Background: an optimization exercise with open tools, aiming at a short achievable clock period and few clock cycles. Do not read the settings as production practice.
In this exercise RTL edits were held to simulation tests only and were not proved equivalent to the original.
Power is estimated from default activity; no workload was simulated.

==> trial 76 <==
// cpu4_mc_datapath
module cpu4_mc_datapath #(
    parameter logic [31:0] RESET_PC        = 32'h0000_0000,
    parameter bit          HALT_ON_ILLEGAL = 1'b1,
    parameter int          NREGS           = 32
) (
    input  logic        clk,
    input  logic        resetn,
    output logic        mem_req,
    output logic        mem_we,
    output logic [31:0] mem_addr,
    output logic [31:0] mem_wdata,
    input  logic [31:0] mem_rdata,
    input  logic        mem_ready,
    output logic [31:0] pc,
    output logic [3:0]  state,
    output logic        halted
);
Settings: LEC_CHECK=0, CAP_MARGIN=20, CORE_MARGIN=2, CORE_UTILIZATION=45, PLACE_DENSITY=0.6, SETUP_SLACK_MARGIN=5, SLEW_MARGIN=20, SYNTH_HIERARCHICAL=1; clock period 10.0 ns.
standard.sh (not shown) runs the stock make flow with config.mk's settings and CLKGATE_MAP_FILE= SYNTH_SCRIPT=/design/flow/synth_recipe.tcl, a recipe that flattens the netlist after the stock synthesis.
==> flow/flow/run.sh <==
#!/bin/bash
# Layout flow: the standard flow (standard.sh), run unchanged for
# synthesis, then for the layout with one change: the input and output port
# buffers are plain buf_4 cells (the resizer may still size them), where the
# default port buffering picks delay cells (clkdlybuf4s50, dlygate) that add
# about 0.3 ns to every path through a port. Each step's full output is kept
# in a log file in this folder.
set -euo pipefail
bash standard.sh synth > synth.log 2>&1
bash standard.sh "BUFFER_PORTS_ARGS=-buffer_cell sky130_fd_sc_hd__buf_4" finish > layout.log 2>&1
test -s out/final.def
==> trial 27 (differences from trial 76) <==
--- a/flow/design.v
+++ b/flow/design.v
@@ -23,11 +23,11 @@
     logic [31:0] pc_r;           
     logic        req_r, halt_r;
     logic [31:0] btgt_r, jt_r;
     logic [15:0] mlo_r;          
     logic        m_c16;          
-    logic        s_m, s_t, s_j, s_p;
+    logic        s_m, s_j, s_p;
     logic        s_b;            
     logic        x_mem, x_sw, x_ld, x_wen, x_agen;
     logic [15:0] x_imm;
     logic        x_sub, x_and, x_or, x_slt;
     logic [4:0]  x_dst;
@@ -55,16 +55,14 @@
                     .y(alu));
     logic [15:0] a_inc, a_dec;   
     logic [15:0] g_inc, g_dec;
     cpu4_incdec16 u_incdec (.x(a[31:16]), .inc(g_inc), .dec(g_dec));
     logic [7:0] x_e8;
-    logic [3:0] x_eq, t_effq, p_effq;
+    logic [3:0] t_effq, p_effq;
     logic       t_eff, p_eff;
     for (genvar q = 0; q < 4; q++) begin : g_eq
-        cpu4_and8 u_eq (.a(x_e8), .y(x_eq[q]));
-        assign t_effq[q] = s_t || (s_b && x_eq[q]);
-        assign p_effq[q] = s_p || (s_b && !x_eq[q]);
+        cpu4_brsel u_br (.s_b(s_b), .s_p(s_p), .e(x_e8), .t(t_effq[q]), .p(p_effq[q]));
     end
     assign t_eff = t_effq[0];
     assign p_eff = p_effq[0];
     logic s_mi, s_md, s_ms;
     assign s_mi = s_m && m_c16 && !x_imm[15];
@@ -156,11 +154,11 @@
             x_e8   <= '0;
             a_dec  <= '0;
             m_c16  <= 1'b0;
             btgt_r <= '0;
             jt_r   <= '0;
-            s_m    <= 1'b0; s_t <= 1'b0; s_j <= 1'b0; s_p <= 1'b1; s_b <= 1'b0;
+            s_m    <= 1'b0; s_j <= 1'b0; s_p <= 1'b1; s_b <= 1'b0;
             x_mem  <= 1'b0; x_sw <= 1'b0; x_ld <= 1'b0; x_wen <= 1'b0; x_agen <= 1'b0;
             x_sub  <= 1'b0; x_and <= 1'b0; x_or <= 1'b0; x_slt <= 1'b0;
             x_dst  <= '0;
             x_imm  <= '0;
             a      <= '0;
@@ -185,19 +183,18 @@
                 a_inc <= f_inc;
                 a_dec <= f_dec;
                 x_imm <= mem_rdata[15:0];
                 a     <= ra;
                 b     <= d_addi ? d_simm : rb;
-                x_e8  <= f_e8;
             end
             if (fetch_done) begin
                 halt_r <= d_ill && HALT_ON_ILLEGAL;
                 pc_r   <= pcn;
                 btgt_r <= btgt;
                 jt_r   <= jtgt;
                 s_m    <= d_mem;
-                s_t    <= 1'b0;
+                x_e8   <= f_e8;
                 s_b    <= d_beq;
                 s_j    <= d_j;
                 s_p    <= !(d_mem || d_j || d_beq);
                 x_mem  <= d_mem;
                 x_agen <= d_agen;
@@ -209,15 +206,10 @@
                 x_or   <= d_r && d_fn == F_OR;
                 x_slt  <= d_r && d_fn == F_SLT;
                 x_dst  <= d_r ? d_rd : d_rt;
             end else begin
                 x_wen <= 1'b0;
-                if (fetch_go) begin
-                    s_t <= t_eff;
-                    s_p <= p_eff;
-                    s_b <= 1'b0;
-                end
             end
         end
     end
 endmodule
 module cpu4_pg #(parameter int W = 32) (
@@ -320,15 +312,19 @@
     input  logic [31:0] b,
     output logic [7:0]  e
 );
     always_comb for (int k = 0; k < 8; k++) e[k] = (a[4*k +: 4] == b[4*k +: 4]);
 endmodule
-module cpu4_and8 (
-    input  logic [7:0] a,
-    output logic       y
+module cpu4_brsel (
+    input  logic       s_b,
+    input  logic       s_p,
+    input  logic [7:0] e,
+    output logic       t,
+    output logic       p
 );
-    assign y = &a;
+    assign t = s_b && (&e);
+    assign p = s_p || (s_b && !(&e));
 endmodule
 module cpu4_alu (
     input  logic [31:0] a,
     input  logic [31:0] b,
     input  logic        op_sub,
==> summary.txt <==
| metric | trial 27 | trial 76 |
|---|---|---|
| DIE WIDTH | 525 um | 515 um |
| Combinational cell power | 21.6 mW | 16.3 mW |
| HPWL Detailed | 445000 um | 423000 um |
| # nets final | 15700 | 14900 |
| ClkCell Share | 4.22% | 4.33% |
| Synthesized area divided by synthesized cell count | 7.89 um2 | 8.11 um2 |
| Status | timing/DRC/antenna clean | timing/DRC/antenna clean |
| CP Data Required Time | 8000 ps | 10710 ps |
| Multi-input combinational area share | 65.0% | 64.3% |
| Origin of the worst min-delay path | btgt_r[7] | x_imm[12] |
| Power dissipated in the clock network | 6.37 mW | 6.26 mW |
| Routability-driven placement congestion ratio | 1.09 | 1.05 |
| Num CTS Buffers | 162 | 164 |
| Area of the mapped netlist | 122000 um2 | 118000 um2 |
| Slack of the worst reg-to-reg path | 5070 ps | 5010 ps |
| Setup crit end kind | primary output | flip-flop |
| Final design area excluding fillers | 131000 um2 | 126000 um2 |
| Routed wirelength normalized by instance count | 32.9 um | 31.9 um |
| GR met1 Demand/Resource | 56.4% | 54.3% |
| Post-Place Worst Slack | 3530 ps | 4040 ps |
| Reg2reg path depth | 17 | 18 |
| Smallest hold slack | 479 ps | 489 ps |
| Kind of start point of the critical path | flip-flop | input pin |
| Layout Area Growth over Synthesis | 7.02% | 7.42% |
Testbench counts of trial 76, summed over its fixed seeds: cycles 24,774.
Testbench counts of trial 27, summed over its fixed seeds: cycles 24,774.

-- separate check: timing with driven ports --
The flow's constraints put no driver on any port. The routed layouts listed below were extracted and timed again, unchanged, in two steps. Step 1 (the two cells are an assumption about what drives the block):
set clk [get_ports {clk}]
set_driving_cell -lib_cell sky130_fd_sc_hd__clkbuf_16 $clk
set_driving_cell -lib_cell sky130_fd_sc_hd__buf_2 [delete_from_list [all_inputs] $clk]
Step 2 adds t to the input delays and takes it off the output delays; t is the mean of the earliest and latest rising clock arrival at the registers after step 1. Input paths then give back, and output paths get back, about the clock's delay inside the block. Three values: ideal ports, drivers, drivers and shift; two values: the first two.
run	t, ns	setup WS [ns]	worst hold slack (ns)	worst setup path at the end
trial 76	0.981	4.717 / 4.803 / 3.822	0.489 / 0.489 / 0.489	input to register
trial 27	1.012	4.849 / 4.742 / 3.941	0.479 / 0.479 / 0.479	input to register
After both steps every run listed still meets setup and hold. For trial 27, which loses most, drivers alone change the setup slack by -0.107 ns; drivers and shift together by -0.908 ns.
